This is an optimization exercise on Yosys and OpenROAD, whose aim is small area, a short achievable clock period and few clock cycles, not a production implementation.
Only simulation tests tie the RTL to the original design; equivalence was not proved.
Power figures rest on the tool's default switching activity, not on a simulated workload.

v20:
// conv_top
module conv_top (
  input  wire logic                     clock,
  input  wire logic                     rst_n,
  input  wire logic                     go,
  output logic                          finish,
  output logic [conv_pkg::IMAGE_ADDR_W-1:0]       image_address,
  output logic                          image_enable,
  input  wire logic [conv_pkg::DATA_W-1:0]        image_data,
  output logic [conv_pkg::FILTER_ADDR_W-1:0]      filter_address,
  output logic                          filter_enable,
  input  wire logic [conv_pkg::DATA_W-1:0]        filter_data,
  output logic [conv_pkg::OUTPUT_ADDR_W-1:0]      output_address,
  output logic [conv_pkg::DATA_W-1:0]             output_data,
  output logic                          output_write
);
Size: ~71 I/O pins.
clock: 11.0 ns
lec_check: 0
cap_margin: 20
core_margin: 2
core_utilization: 55
slew_margin: 20
synth_hierarchical: 1
standard.sh (not shown) runs the stock make flow with config.mk's settings and CLKGATE_MAP_FILE= SYNTH_SCRIPT=/design/flow/synth_recipe.tcl, a recipe that flattens the netlist after the stock synthesis.
==> flow/flow/run.sh <==
#!/bin/bash
# Own layout flow: the standard ORFS flow (its standard synthesis
# included) with the settings in flow/params.sh: a setup-slack target for
# the timing repair, buf_2 port buffers and the clock tree options.
# ORFS writes each tool's log under orfs/logs; standard.log has the rest.
set -uo pipefail
source flow/params.sh
bash standard.sh > standard.log 2>&1
==> flow/flow/params.sh <==
export SETUP_SLACK_MARGIN=7.75
export BUFFER_PORTS_ARGS="-buffer_cell sky130_fd_sc_hd__buf_2"
export CTS_ARGS="-sink_clustering_enable -repair_clock_nets -dont_use_dummy_load -sink_clustering_size 30 -sink_clustering_max_diameter 150"
export SETUP_MOVE_SEQUENCE=sizeup,swap
v20 | stages: all done | timing, DRC, antenna: all pass
Testbench counts of v20, summed over its fixed seeds: cycles 14,208.
For v2, these inputs were changed with respect to v20:
# v20
export LEC_CHECK = 0
export CAP_MARGIN = 20
export CORE_MARGIN = 2
export CORE_UTILIZATION = 55
export SLEW_MARGIN = 20
export SYNTH_HIERARCHICAL = 1
create_clock -name core_clock -period 11.0 [get_ports {clock}]
# v2
export LEC_CHECK = 0
export CAP_MARGIN = 20
export CORE_MARGIN = 2
export CORE_UTILIZATION = 40
export SLEW_MARGIN = 20
export SYNTH_HIERARCHICAL = 1
create_clock -name core_clock -period 11.0 [get_ports {clock}]
diff --git a/flow/flow/params.sh b/flow/flow/params.sh
--- a/flow/flow/params.sh
+++ b/flow/flow/params.sh
@@ -3,2 +3,3 @@
 export CTS_ARGS="-sink_clustering_enable -repair_clock_nets -dont_use_dummy_load -sink_clustering_size 30 -sink_clustering_max_diameter 150"
 export SETUP_MOVE_SEQUENCE=sizeup,swap
+export PLACE_DENSITY=0.55
## What came out
v20 → v2: met1 track demand over resource in global routing down 8.7 points, first-pass GRT wire length up about 4.4%, worst hold margin up 0.011 ns, clock skew up 0.0070 ns.
v2: final standard cell utilization of the core is 16 points lower than what v20 reported.
On worst setup slack, v2 and v20 are basically level.
v20 → v2: global-route usage fell by 5.2 points, number of global-route vias before repair increased by about 3.3% relative to the old numbers.
Routed length on met1 in v2 is about 3% above v20.
Comparing v2 and v20, part of the total power dissipated in combinational logic is higher on v20.
Side by side, post-layout instance area turned out higher in v2 than in v20.
Inputs modified between v2 and v58:
# v2
export LEC_CHECK = 0
export CAP_MARGIN = 20
export CORE_MARGIN = 2
export CORE_UTILIZATION = 40
export SLEW_MARGIN = 20
export SYNTH_HIERARCHICAL = 1
create_clock -name core_clock -period 11.0 [get_ports {clock}]
# v58
export LEC_CHECK = 0
export CAP_MARGIN = 20
export CORE_MARGIN = 2
export CORE_UTILIZATION = 50
export CTS_CLUSTER_DIAMETER = 150
export CTS_CLUSTER_SIZE = 30
export SETUP_SLACK_MARGIN = 5
export SLEW_MARGIN = 20
export SYNTH_HIERARCHICAL = 1
create_clock -name core_clock -period 11.0 [get_ports {clock}]
==> flow/run.sh (new file) <==
#!/bin/bash
# synth_recipe.tcl (not shown) runs the flow's synth.tcl, then flattens the netlist and writes it again
# the make line also repeats each setting of config.mk as NAME=value (left out here)
make -C /OpenROAD-flow-scripts/flow DESIGN_CONFIG=/design/flow/config.mk WORK_HOME=/design/flow/orfs CLKGATE_MAP_FILE= SYNTH_SCRIPT=/design/flow/synth_recipe.tcl finish
removed: flow/flow/run.sh
removed: flow/flow/params.sh
removed: flow/standard.sh
## What came out
Against v2, v58 comes in 0.021 ns lower on clock skew. NOTE pin count of the biggest net entering global routing v2->v58 increased by a few percent. Number of non-clock buffers delta for v58 relative to v2: about 4% lower. v58: done, clean on timing, DRC and antenna. Diff v2 -> v58: critical path depth fell 1; overall die width decreased 10%; area of the placeable core dropped 20%; cell count after synthesis stayed essentially flat; wire length of the first global-routing pass shows a reduction of 2300 µm. For wire length, dividing the value from v2 by the value from v58 gives 1.06.

* * *

conv_top again, from the RTL that the note above started with.
==> flow/design.v (excerpt) <==
module conv_top (
  input  wire logic                     clock,
  input  wire logic                     rst_n,
  input  wire logic                     go,
  output logic                          finish,
  output logic [conv_pkg::IMAGE_ADDR_W-1:0]       image_address,
  output logic                          image_enable,
  input  wire logic [conv_pkg::DATA_W-1:0]        image_data,
  output logic [conv_pkg::FILTER_ADDR_W-1:0]      filter_address,
  output logic                          filter_enable,
  input  wire logic [conv_pkg::DATA_W-1:0]        filter_data,
  output logic [conv_pkg::OUTPUT_ADDR_W-1:0]      output_address,
  output logic [conv_pkg::DATA_W-1:0]             output_data,
  output logic                          output_write
);
export LEC_CHECK = 0
export CAP_MARGIN = 20
export CORE_MARGIN = 2
export CORE_UTILIZATION = 45
export SLEW_MARGIN = 20
export SYNTH_HIERARCHICAL = 1
create_clock -name core_clock -period 11.0 [get_ports {clock}]
==> flow/flow/run.sh <==
#!/bin/bash
# Own layout flow: the standard ORFS flow (its standard synthesis
# included) with the settings in flow/params.sh: a setup-slack target for
# the timing repair, buf_2 port buffers and the clock tree options.
# ORFS writes each tool's log under orfs/logs; standard.log has the rest.
set -uo pipefail
source flow/params.sh
bash standard.sh > standard.log 2>&1
==> flow/flow/params.sh <==
export SETUP_SLACK_MARGIN=7.75
export BUFFER_PORTS_ARGS="-buffer_cell sky130_fd_sc_hd__buf_2"
export CTS_ARGS="-sink_clustering_enable -repair_clock_nets -dont_use_dummy_load -sink_clustering_size 30 -sink_clustering_max_diameter 150"
export SETUP_MOVE_SEQUENCE=sizeup,swap
The starting point finished with timing, DRC and antenna clean.
Testbench counts at the start, summed over its fixed seeds: cycles 14,208.
Change:
- CORE_UTILIZATION: 45 -> 65
- The changed run produced a clean layout
- cell count shrinks by 8.1%
- setup slack gains 0.039 ns
- clock power goes down by about 2%
- non-clock buffer count drops by 2
- count of clock-buffer cells in the layout does not change
- clock skew went up by 0.0035 ns
- worst hold slack is better by 0.0072 ns
- power decreases by 1.9%
- cell area goes down by 2.2%
Change:
--- a/flow/flow/params.sh
+++ b/flow/flow/params.sh
@@ -1 +1 @@
-export SETUP_SLACK_MARGIN=7.75
+export SETUP_SLACK_MARGIN=7.7
@@ -4 +3,0 @@
-export SETUP_MOVE_SEQUENCE=sizeup,swap
- CORE_UTILIZATION: 65 -> 40
Effect:
- wire length climbs by 3.8%
- design area climbs by about 2%
- utilization drops by 27 points
- global-route usage drops by 8.8 points
- die area climbs by 61%
- non-clock buffer count climbs by 14
- sequential share of layout area drops by 0.90 points

[port drivers added, routing unchanged]
In the flow no input, the clock included, has a driving cell. The finished layouts below were timed again as built, in two steps.
Step 1 (the two cells are an assumption about what drives the block):
set clk [get_ports {clock}]
set_driving_cell -lib_cell sky130_fd_sc_hd__clkbuf_16 $clk
set_driving_cell -lib_cell sky130_fd_sc_hd__buf_2 [delete_from_list [all_inputs] $clk]
Step 2 times the ports against the registers' clock, not the clock port: input delays grow and output delays shrink by t, the midpoint of the rising clock arrivals with the driver on.
a / b / c = ideal / step 1 / step 2; a / b = the first two.
| run | t (ns) | setup WS [ns] | clock arrival spread, ns | worst slew at a driven data input, ns | cell pins on the clock port's net |
|---|---|---|---|---|---|
| v20 | 0.516 | 7.757 / 7.755 / 7.757 | 0.047 / 0.047 | 0.06 | 1 |
| v2 | 0.541 | 7.757 / 7.744 / 7.757 | 0.051 / 0.052 | 0.06 | 1 |
| v58 | 0.530 | 7.226 / 7.226 / 7.226 | 0.029 / 0.029 | 0.06 | 1 |
| the first run of note 2 | 0.533 | 7.737 / 7.737 / 7.737 | 0.052 / 0.052 | 0.06 | 1 |
| the second run of note 2 | 0.520 | 7.776 / 7.759 / 7.776 | 0.050 / 0.050 | 0.06 | 1 |
| the third run of note 2 | 0.521 | 7.714 / 7.714 / 7.714 | 0.041 / 0.042 | 0.05 | 1 |
After both steps every run listed still meets setup and hold.
